This is an optimization exercise on Yosys and OpenROAD, whose aim is small area, not a production implementation.
Function was checked by simulation only, so behaviour that the tests miss may differ from the original.
No activity file was given, so power comes from the tool's default toggle rates.

**design/flow/config.mk**
```make
export PLATFORM = sky130hd
export DESIGN_NAME = button_press_classifier_queue_unit
export DESIGN_NICKNAME = button_press_classifier_queue_unit
export VERILOG_FILES = /design/flow/design.v
export SDC_FILE = /design/flow/constraint.sdc
export NUM_CORES = 4
export LEC_CHECK = 0
export CAP_MARGIN = 20
export CORE_MARGIN = 2
export CORE_UTILIZATION = 40
export SLEW_MARGIN = 20
```
**design/flow/constraint.sdc**
```tcl
create_clock -name core_clock -period 12.0 [get_ports {clock}]
set_input_delay 2.4000 -clock core_clock [delete_from_list [all_inputs] [get_ports {clock}]]
set_output_delay 2.4000 -clock core_clock [all_outputs]
set_load 0.01 [all_outputs]
```
**design/flow/design.v**
```verilog
`timescale 1ns / 1ps
package bpcq_pkg;
   localparam int unsigned LEVEL_W  = 8;
   localparam int unsigned TIME_W   = 32;
   localparam int unsigned COUNT_W  = 16;
   localparam int unsigned CSR_IDX_W = 2;
   localparam int unsigned NUM_BUTTONS_DEF = 8;
   localparam int unsigned QUEUE_DEPTH_DEF = 16;
   localparam logic OP_SCAN = 1'b0;
   localparam logic OP_POP  = 1'b1;
   localparam logic [CSR_IDX_W-1:0] CSR_SHORT_TICKS   = 2'd0;
   localparam logic [CSR_IDX_W-1:0] CSR_LONG_TICKS    = 2'd1;
   localparam logic [CSR_IDX_W-1:0] CSR_BEEP_TICKS    = 2'd2;
   localparam logic [CSR_IDX_W-1:0] CSR_GATHER_WINDOW = 2'd3;
   localparam logic [COUNT_W-1:0] SHORT_TICKS_RST   = 16'd5;
   localparam logic [COUNT_W-1:0] LONG_TICKS_RST    = 16'd100;
   localparam logic [COUNT_W-1:0] BEEP_TICKS_RST    = 16'd10;
   localparam logic [COUNT_W-1:0] GATHER_WINDOW_RST = 16'd100;
   typedef struct packed {
      logic               op;
      logic [LEVEL_W-1:0] buttons_high;
      logic [TIME_W-1:0]  now_ms;
   } req_type;
   typedef struct packed {
      logic               beep_start;
      logic               beep_stop;
      logic               event_queued;
      logic               event_dropped;
      logic               pop_valid;
      logic [LEVEL_W-1:0] pop_mask;
      logic               pop_long;
   } rsp_type;
   typedef struct packed {
      logic [COUNT_W-1:0] short_ticks;
      logic [COUNT_W-1:0] long_ticks;
      logic [COUNT_W-1:0] beep_ticks;
      logic [COUNT_W-1:0] gather_window_ms;
   } cfg_type;
   typedef struct packed {
      logic               long_flag;
      logic [LEVEL_W-1:0] mask;
   } entry_type;
   typedef struct packed {
      logic      valid;
      entry_type entry;
   } push_type;
   typedef struct packed {
      logic empty;
      logic full;
   } qstat_type;
   typedef struct packed {
      logic beep_start;
      logic beep_stop;
      logic event_queued;
      logic event_dropped;
   } scan_flags_type;
endpackage
`timescale 1ns / 1ps
module bpcq_scan
#(
   parameter int unsigned NUM_BUTTONS = bpcq_pkg::NUM_BUTTONS_DEF
) (
   input  logic               clock,
   input  logic               reset,
   input  logic               scan_en,
   input  logic [bpcq_pkg::LEVEL_W-1:0] buttons_high,
   input  logic [bpcq_pkg::TIME_W-1:0]  now_ms,
   input  bpcq_pkg::cfg_type            cfg,
   input  bpcq_pkg::qstat_type          q_stat,
   output bpcq_pkg::push_type           push,
   output bpcq_pkg::scan_flags_type     flags
);
   localparam int unsigned LANES = (NUM_BUTTONS < bpcq_pkg::LEVEL_W) ? NUM_BUTTONS : bpcq_pkg::LEVEL_W;
   localparam logic [bpcq_pkg::COUNT_W-1:0] COUNT_MAX = '1;
   logic [bpcq_pkg::COUNT_W-1:0] hold_ff [LANES];
   logic [bpcq_pkg::COUNT_W-1:0] hold_in [LANES];
   logic [LANES-1:0]   lane_mask;
   logic [LANES-1:0]   lane_long;
   logic [LANES-1:0]   lane_rose;
   logic [bpcq_pkg::COUNT_W-1:0] beep_ff, beep_in, beep_dec;
   logic [bpcq_pkg::LEVEL_W-1:0] pend_mask_ff, pend_mask_in, mask_merged, new_mask;
   logic               pend_long_ff, pend_long_in, long_merged;
   logic [bpcq_pkg::TIME_W-1:0]  last_ff, last_in, last_merged, quiet_ms;
   logic               fire, start;
   for (genvar i = 0; i < LANES; i++) begin : g_lane
      always_comb begin
         lane_mask[i] = 1'b0;
         lane_long[i] = 1'b0;
         lane_rose[i] = 1'b0;
         hold_in[i]   = hold_ff[i];
         if (buttons_high[i]) begin
            lane_mask[i] = (hold_ff[i] >= cfg.short_ticks) ||
                           (hold_ff[i] >= cfg.long_ticks);
            lane_long[i] = (hold_ff[i] >= cfg.long_ticks);
            hold_in[i]   = '0;
         end else if (hold_ff[i] != COUNT_MAX) begin
            hold_in[i]   = hold_ff[i] + 1'b1;
            lane_rose[i] = ((hold_ff[i] + 1'b1) == cfg.short_ticks);
         end
      end
   end
   always_comb begin
      beep_dec = (beep_ff != '0) ? beep_ff - 1'b1 : '0;
      start    = (beep_dec == '0) && (|lane_rose);
      beep_in  = start ? cfg.beep_ticks : beep_dec;
   end
   always_comb begin
      new_mask     = bpcq_pkg::LEVEL_W'(lane_mask);
      mask_merged  = pend_mask_ff | new_mask;
      long_merged  = pend_long_ff | (|lane_long);
      last_merged  = (new_mask != '0) ? now_ms : last_ff;
      quiet_ms     = now_ms - last_merged;
      fire         = (mask_merged != '0) &&
                     (quiet_ms >= bpcq_pkg::TIME_W'(cfg.gather_window_ms));
      pend_mask_in = fire ? '0 : mask_merged;
      pend_long_in = fire ? 1'b0 : long_merged;
      last_in      = last_merged;
   end
   always_comb begin
      push.valid           = scan_en && fire && !q_stat.full;
      push.entry.mask      = mask_merged;
      push.entry.long_flag = long_merged;
      flags.beep_start     = start;
      flags.beep_stop      = (beep_ff == bpcq_pkg::COUNT_W'(1));
      flags.event_queued   = fire && !q_stat.full;
      flags.event_dropped  = fire && q_stat.full;
   end
   always_ff @(posedge clock) begin
      if (reset) begin
         for (int i = 0; i < LANES; i++) begin
            hold_ff[i] <= '0;
         end
         beep_ff      <= '0;
         pend_mask_ff <= '0;
         pend_long_ff <= 1'b0;
         last_ff      <= '0;
      end else if (scan_en) begin
         for (int i = 0; i < LANES; i++) begin
            hold_ff[i] <= hold_in[i];
         end
         beep_ff      <= beep_in;
         pend_mask_ff <= pend_mask_in;
         pend_long_ff <= pend_long_in;
         last_ff      <= last_in;
      end
   end
endmodule
`timescale 1ns / 1ps
module bpcq_queue
#(
   parameter int unsigned QUEUE_DEPTH = bpcq_pkg::QUEUE_DEPTH_DEF
) (
   input  logic      clock,
   input  logic      reset,
   input  bpcq_pkg::push_type  push,
   input  logic      pop_en,
   output bpcq_pkg::qstat_type q_stat,
   output bpcq_pkg::entry_type rd_entry
);
   localparam int unsigned PTR_W = (QUEUE_DEPTH > 1) ? $clog2(QUEUE_DEPTH) : 1;
   localparam logic [PTR_W-1:0] PTR_LAST = PTR_W'(QUEUE_DEPTH - 1);
   logic [bpcq_pkg::LEVEL_W:0] mem [0:QUEUE_DEPTH-1];
   bpcq_pkg::entry_type        rd_entry_ff;
   logic [PTR_W-1:0] head_ff, head_in, tail_ff, tail_in, head_next, tail_next;
   logic             pop_ok;
   always_comb begin
      head_next    = (head_ff == PTR_LAST) ? '0 : head_ff + 1'b1;
      tail_next    = (tail_ff == PTR_LAST) ? '0 : tail_ff + 1'b1;
      q_stat.empty = (head_ff == tail_ff);
      q_stat.full  = (head_next == tail_ff);
      pop_ok       = pop_en && !q_stat.empty;
      head_in      = push.valid ? head_next : head_ff;
      tail_in      = pop_ok ? tail_next : tail_ff;
   end
   always_ff @(posedge clock) begin
      if (reset) begin
         head_ff <= '0;
         tail_ff <= '0;
      end else begin
         head_ff <= head_in;
         tail_ff <= tail_in;
      end
   end
   always_ff @(posedge clock) begin
      if (push.valid) begin
         mem[head_ff] <= push.entry;
      end
      if (pop_en) begin
         rd_entry_ff <= mem[tail_ff];
      end
   end
   assign rd_entry = rd_entry_ff;
endmodule
`timescale 1ns / 1ps
module button_press_classifier_queue_unit
#(
   parameter int unsigned NUM_BUTTONS = bpcq_pkg::NUM_BUTTONS_DEF,
   parameter int unsigned QUEUE_DEPTH = bpcq_pkg::QUEUE_DEPTH_DEF
) (
   input  logic        clock,
   input  logic        reset,
   input  logic        req_valid,
   output logic        req_stall,
   input  logic [40:0] req_payload_bits,
   output logic        rsp_valid,
   input  logic        rsp_stall,
   output logic [13:0] rsp_payload_bits,
   input  logic        csr_valid,
   output logic        csr_ready,
   input  logic [1:0]  csr_index,
   input  logic [15:0] csr_wdata
);
   bpcq_pkg::req_type        req_payload;
   bpcq_pkg::rsp_type        rsp_payload;
   assign req_payload      = req_payload_bits;
   assign rsp_payload_bits = rsp_payload;
   bpcq_pkg::cfg_type        cfg_ff;
   bpcq_pkg::push_type       push;
   bpcq_pkg::qstat_type      q_stat;
   bpcq_pkg::scan_flags_type flags, flags_ff;
   bpcq_pkg::entry_type      rd_entry;
   logic           req_fire, scan_en, pop_en;
   logic           rsp_valid_ff, rsp_valid_in, pop_valid_ff;
   assign req_stall = rsp_valid_ff && rsp_stall;
   assign req_fire  = req_valid && !req_stall;
   assign scan_en   = req_fire && (req_payload.op == bpcq_pkg::OP_SCAN);
   assign pop_en    = req_fire && (req_payload.op == bpcq_pkg::OP_POP);
   assign csr_ready = 1'b1;
   always_ff @(posedge clock) begin
      if (reset) begin
         cfg_ff.short_ticks      <= bpcq_pkg::SHORT_TICKS_RST;
         cfg_ff.long_ticks       <= bpcq_pkg::LONG_TICKS_RST;
         cfg_ff.beep_ticks       <= bpcq_pkg::BEEP_TICKS_RST;
         cfg_ff.gather_window_ms <= bpcq_pkg::GATHER_WINDOW_RST;
      end else if (csr_valid && csr_ready) begin
         case (csr_index)
            bpcq_pkg::CSR_SHORT_TICKS:   cfg_ff.short_ticks      <= csr_wdata;
            bpcq_pkg::CSR_LONG_TICKS:    cfg_ff.long_ticks       <= csr_wdata;
            bpcq_pkg::CSR_BEEP_TICKS:    cfg_ff.beep_ticks       <= csr_wdata;
            bpcq_pkg::CSR_GATHER_WINDOW: cfg_ff.gather_window_ms <= csr_wdata;
            default:           cfg_ff                  <= cfg_ff;
         endcase
      end
   end
   bpcq_scan #(
      .NUM_BUTTONS (NUM_BUTTONS)
   ) u_scan (
      .clock        (clock),
      .reset        (reset),
      .scan_en      (scan_en),
      .buttons_high (req_payload.buttons_high),
      .now_ms       (req_payload.now_ms),
      .cfg          (cfg_ff),
      .q_stat       (q_stat),
      .push         (push),
      .flags        (flags)
   );
   bpcq_queue #(
      .QUEUE_DEPTH (QUEUE_DEPTH)
   ) u_queue (
      .clock    (clock),
      .reset    (reset),
      .push     (push),
      .pop_en   (pop_en),
      .q_stat   (q_stat),
      .rd_entry (rd_entry)
   );
   always_comb begin
      rsp_valid_in = rsp_valid_ff;
      if (req_fire) begin
         rsp_valid_in = 1'b1;
      end else if (rsp_valid_ff && !rsp_stall) begin
         rsp_valid_in = 1'b0;
      end
   end
   always_ff @(posedge clock) begin
      if (reset) begin
         rsp_valid_ff <= 1'b0;
      end else begin
         rsp_valid_ff <= rsp_valid_in;
      end
   end
   always_ff @(posedge clock) begin
      if (req_fire) begin
         flags_ff     <= scan_en ? flags : '0;
         pop_valid_ff <= pop_en && !q_stat.empty;
      end
   end
   always_comb begin
      rsp_payload.beep_start    = flags_ff.beep_start;
      rsp_payload.beep_stop     = flags_ff.beep_stop;
      rsp_payload.event_queued  = flags_ff.event_queued;
      rsp_payload.event_dropped = flags_ff.event_dropped;
      rsp_payload.pop_valid     = pop_valid_ff;
      rsp_payload.pop_mask      = pop_valid_ff ? rd_entry.mask : '0;
      rsp_payload.pop_long      = pop_valid_ff ? rd_entry.long_flag : 1'b0;
   end
   assign rsp_valid = rsp_valid_ff;
endmodule
```
**design/flow/run.sh**
```bash
#!/bin/bash
# synth_recipe.tcl (not shown) runs the flow's synth.tcl, then flattens the netlist and writes it again
# the make line also repeats each setting of config.mk as NAME=value (left out here)
make -C /OpenROAD-flow-scripts/flow DESIGN_CONFIG=/design/flow/config.mk WORK_HOME=/design/flow/orfs CLKGATE_MAP_FILE= SYNTH_SCRIPT=/design/flow/synth_recipe.tcl finish
```
==> flow_metrics.py <==
metrics = {
    "pwr": {
        "power_density_nw_per_um2": 111,
        "leakage_nw": 12.5,
        "ir_worst_vdd_mv": 0.0879,
        "finalPower_mw": 3.63,
    },
    "logic_synthesis": {
        "yosys_warnings": 5,
        "synth_edf_count": 158,
        "syn_area_um2": 29100,
        "netlist-cell-type-count": 84,
        "syn-num-nets": 3657,
        "syn_inst": 3277,
        "yosysSeqAreaShare_pct": 34.1,
        "async_reset_ff_share_pct": 0,
        "synth_ff_type": "dfxtp_1",
        "synth-seq-cells": 416,
        "synth_area_per_cell_um2": 8.88,
    },
    "sta": {
        "setup_viol": 0,
        "maxSlewViolCount": 0,
        "period_minus_slack_ns": 9.66,
        "skew_ns": 0.0254,
        "fin_setup_tns_ns": 0,
        "post-route-period-util_pct": 80.5,
        "hold_viol": 0,
        "fmax_mhz": 104,
        "rsz0062_at_grt": "false",
        "slew_headroom_pct": 25.0,
        "worst_pin_slew_ns": 1.12,
    },
    "place": {
        "dpl.cell_count": 4196,
        "gpl.final_weighted_congestion": 0.905,
        "hpwl_mm": 62.3,
        "placed_area_um2": 30900,
        "port-buffer-count": 79,
    },
    "global_route": {
        "antenna_found_initial": 4,
        "grt_max_degree": 126,
        "grt_pass1_wl_mm": 139,
        "overflow": 0,
        "first_global_vias": 23100,
        "grt.total_usage_pct": 23.9,
    },
    "clock_tree": {
        "cts.clk_slew.worst_paths_ns": 0.06,
        "clk_path_buf_depth": 3,
        "cts_tree": "yes",
        "clock-sinks": 416,
        "cts_hold_buf": 0,
        "cts_resized": 0,
        "htreeDepth": 2,
        "cts_setup_buffers": 0,
        "cts-buffers-inserted": 47,
        "root_buffer": "clkbuf_16",
        "insertion_delay_ns": 0.63,
    },
    "final_layout": {
        "final_cells": 4283,
        "num-fill-cells": 6960,
        "nNetsFinal": 3675,
        "utilization_pct": 45.4,
        "design_area_um2": 32600,
        "syn_to_final_growth_pct": 12.0,
        "drive_above_1_share_pct": 6.63,
        "diodes": 0,
    },
    "flow_run": {
        "cap_violations": 0,
    },
    "setup_path": {
        "critPathCaptureType": "flop",
        "crit_path_max_incr_delay_ns": 0.60,
        "cp.required_ns": 12.34,
        "crit_arrival_ns": 10.00,
        "crit_slowest_cell": "nor4b_2",
        "start_kind": "input port",
        "cp_max_fo": 16,
        "crit_type": "in2reg",
    },
    "detailed_routing": {
        "detail_route.wl_per_cell_um": 21.3,
        "drt_iter0_drc": 2207,
        "vias": 25200,
        "drcViolationCount": 0,
        "wirelength_mm": 91.1,
        "drt-vias-per-instance": 5.88,
        "drtAntennaViolNets": 0,
        "dr.pass1.iters": 6,
    },
    "die": {
        "fp.coreArea_um2": 71700,
        "initial_core_util_pct": 40.6,
        "rows": 98,
        "die_width_um": 274,
        "ios": 81,
        "fp.dieH_um": 274,
        "dieArea_um2": 74900,
    },
    "hold_path": {
        "hp-class": "reg2reg",
    },
    "status": {
        "status": "timing/DRC/antenna clean",
    },
}
worst max-delay path, delay by kind of cell:
kind	cells	cell delay, ns
and+or+nand+nor	12	3.21
AOI/OAI and AO/OA	12	2.67
adders and majority gates	2	0.60
buffers and inverters	1	0.56
muxes	1	0.32
xor gates and xnor gates	1	0.23
synth_stat cells, drive strengths merged (13+ instances only):
cell / count / share of area (%)
a21oi: 328 / 5.7
ha: 315 / 14
nand2: 285 / 3.7
nor2: 277 / 3.6
dfxtp: 258 / 18
o21ai: 200 / 3.5
edfxtp: 158 / 16
clkbuf: 140 / 1.8
xnor2: 138 / 4.2
inv: 98 / 1.3
nand3: 94 / 1.6
xor2: 84 / 2.5
nor3: 67 / 1.2
nand3b: 63 / 1.6
a21o: 54 / 1.4
nand4: 54 / 1.2
a211oi: 53 / 1.4
or3: 51 / 1.1
and3: 50 / 1.1
nor4: 49 / 1.2
mux2i: 45 / 1.5
mux4: 45 / 3.5
nand2b: 45 / 0.99
a31oi: 40 / 0.86
nor2b: 29 / 0.62
and2: 28 / 0.60
buf: 18 / 0.29
o211ai: 15 / 0.39
a211o: 14 / 0.42
o21a: 14 / 0.36
a22oi: 13 / 0.35
nor3b: 13 / 0.34
layout make-up:
type | count | area (um^2) | area share, %
Clock buffer | 68 | 1390 | 4.26
Clock inverter | 19 | 298 | 0.914
Inverter | 98 | 368 | 1.13
Multi-Input combinational cell | 2605 | 18300 | 56.1
Timing Repair Buffer | 127 | 1150 | 3.55
Tap cell | 950 | 1190 | 3.65
Sequential cell | 416 | 9910 | 30.4
report_power, final:
| part | switching, mW | internal (mW) |
|---|---|---|
| sequential | 0.0211 | 1.48 |
| clock | 0.637 | 0.919 |
| combinational | 0.353 | 0.219 |
metal layers:
layer / GRT usage [%] / vias to the layer above / part of all wire, %
li1: - / 12100 / -
met1: 33.3 / 12100 / 45
met2: 37.2 / 815 / 44
met3: 4.11 / 158 / 7.1
met4: 8.18 / 0 / 3.6
met5: 0 / - / 0
state kept, by name (all words and copies together) (netlist names):
| name | cells |
|---|---|
| u_queue.tail_ff | 4 |
| u_scan.beep_ff | 16 |
| cfg_ff | 64 |
| u_scan.last_ff | 32 |
| pop_valid_ff | 1 |
| u_queue.head_ff | 4 |
| u_scan.pend_long_ff | 1 |
| u_queue.mem | 144 |
| u_scan.pend_mask_ff | 8 |
| flags_ff | 4 |
| u_scan.hold_ff | 128 |
| u_queue.rd_entry_ff | 9 |
| rsp_valid_ff | 1 |
cell usage in the layout, fill, tap and decap left out, types with 40 or more instances in the layout:
master | Yosys | final
a211oi_1 | 53 | 53
a21o_1 | 54 | 54
a21oi_1 | 326 | 326
a31oi_1 | 40 | 40
and3_1 | 50 | 50
buf_4 | 4 | 48
clkbuf_16 | 0 | 48
clkdlybuf4s50_1 | 0 | 78
dfxtp_1 | 258 | 256
edfxtp_1 | 158 | 158
ha_1 | 315 | 315
inv_1 | 98 | 98
mux2i_1 | 45 | 45
mux4_2 | 45 | 45
nand2_1 | 285 | 285
nand2b_1 | 44 | 44
nand3_1 | 94 | 93
nand3b_1 | 63 | 63
nand4_1 | 54 | 54
nor2_1 | 277 | 277
nor3_1 | 66 | 66
nor4_1 | 42 | 41
o21ai_0 | 190 | 190
or3_1 | 51 | 51
xnor2_1 | 138 | 138
xor2_1 | 84 | 84
path summary, 6_finish.rpt:
check | startpoint | end | slack [ns] | cells after the start
max | req_payload_bits[38] | u_queue.mem[4][8] | 2.34 | 29
max reg2reg | cfg_ff[48] | u_queue.mem[4][8] | 2.55 | 29
min | cfg_ff[11] | cfg_ff[11] | 0.45 | 2
min reg2reg | cfg_ff[11] | cfg_ff[11] | 0.45 | 2
logic make-up after synthesis:
family          after synthesis  share of synthesized area, %
other cells                   1                        0.0129
compound gates              816                          16.9
mux                          93                          5.15
simple gates               1157                          20.3
xor+xnor                    222                          6.68
flops                       416                          34.1
buf+inv                     256                          3.36
fa+ha+maj                   316                          13.6
per-stage QoR:
stage                     hold WS [ns]  setup slack, ns
after floorplan                  0.436             2.68
after global placement           0.443             1.80
after detailed placement         0.447             1.67
after CTS                        0.455             2.30
after global routing             0.475             1.76
final                            0.453             2.34

==> afterwards: timing with drivers on the ports <==
How much do the figures lean on ideal ports? The routed layout below was timed once more, with nothing changed but the port constraints.
Step 1 (the two cells are an assumption about what drives the block):
set clk [get_ports {clock}]
set_driving_cell -lib_cell sky130_fd_sc_hd__clkbuf_16 $clk
set_driving_cell -lib_cell sky130_fd_sc_hd__buf_2 [delete_from_list [all_inputs] $clk]
Step 2 adds t to the input delays and takes it off the output delays; t is the mean of the earliest and latest rising clock arrival at the registers after step 1. Input paths then give back, and output paths get back, about the clock's delay inside the block.
Slacks: ideal / step 1 / step 2; pairs: ideal / step 1.
t (ns): 0.675
setup slack, ns: 2.340 / 2.362 / 1.687
worst setup path at the end: input to register
pins driven straight from the clock port: 1
After both steps this run still meets setup and hold. For this run, drivers alone change the setup slack by +0.022 ns; drivers and shift together by -0.653 ns.
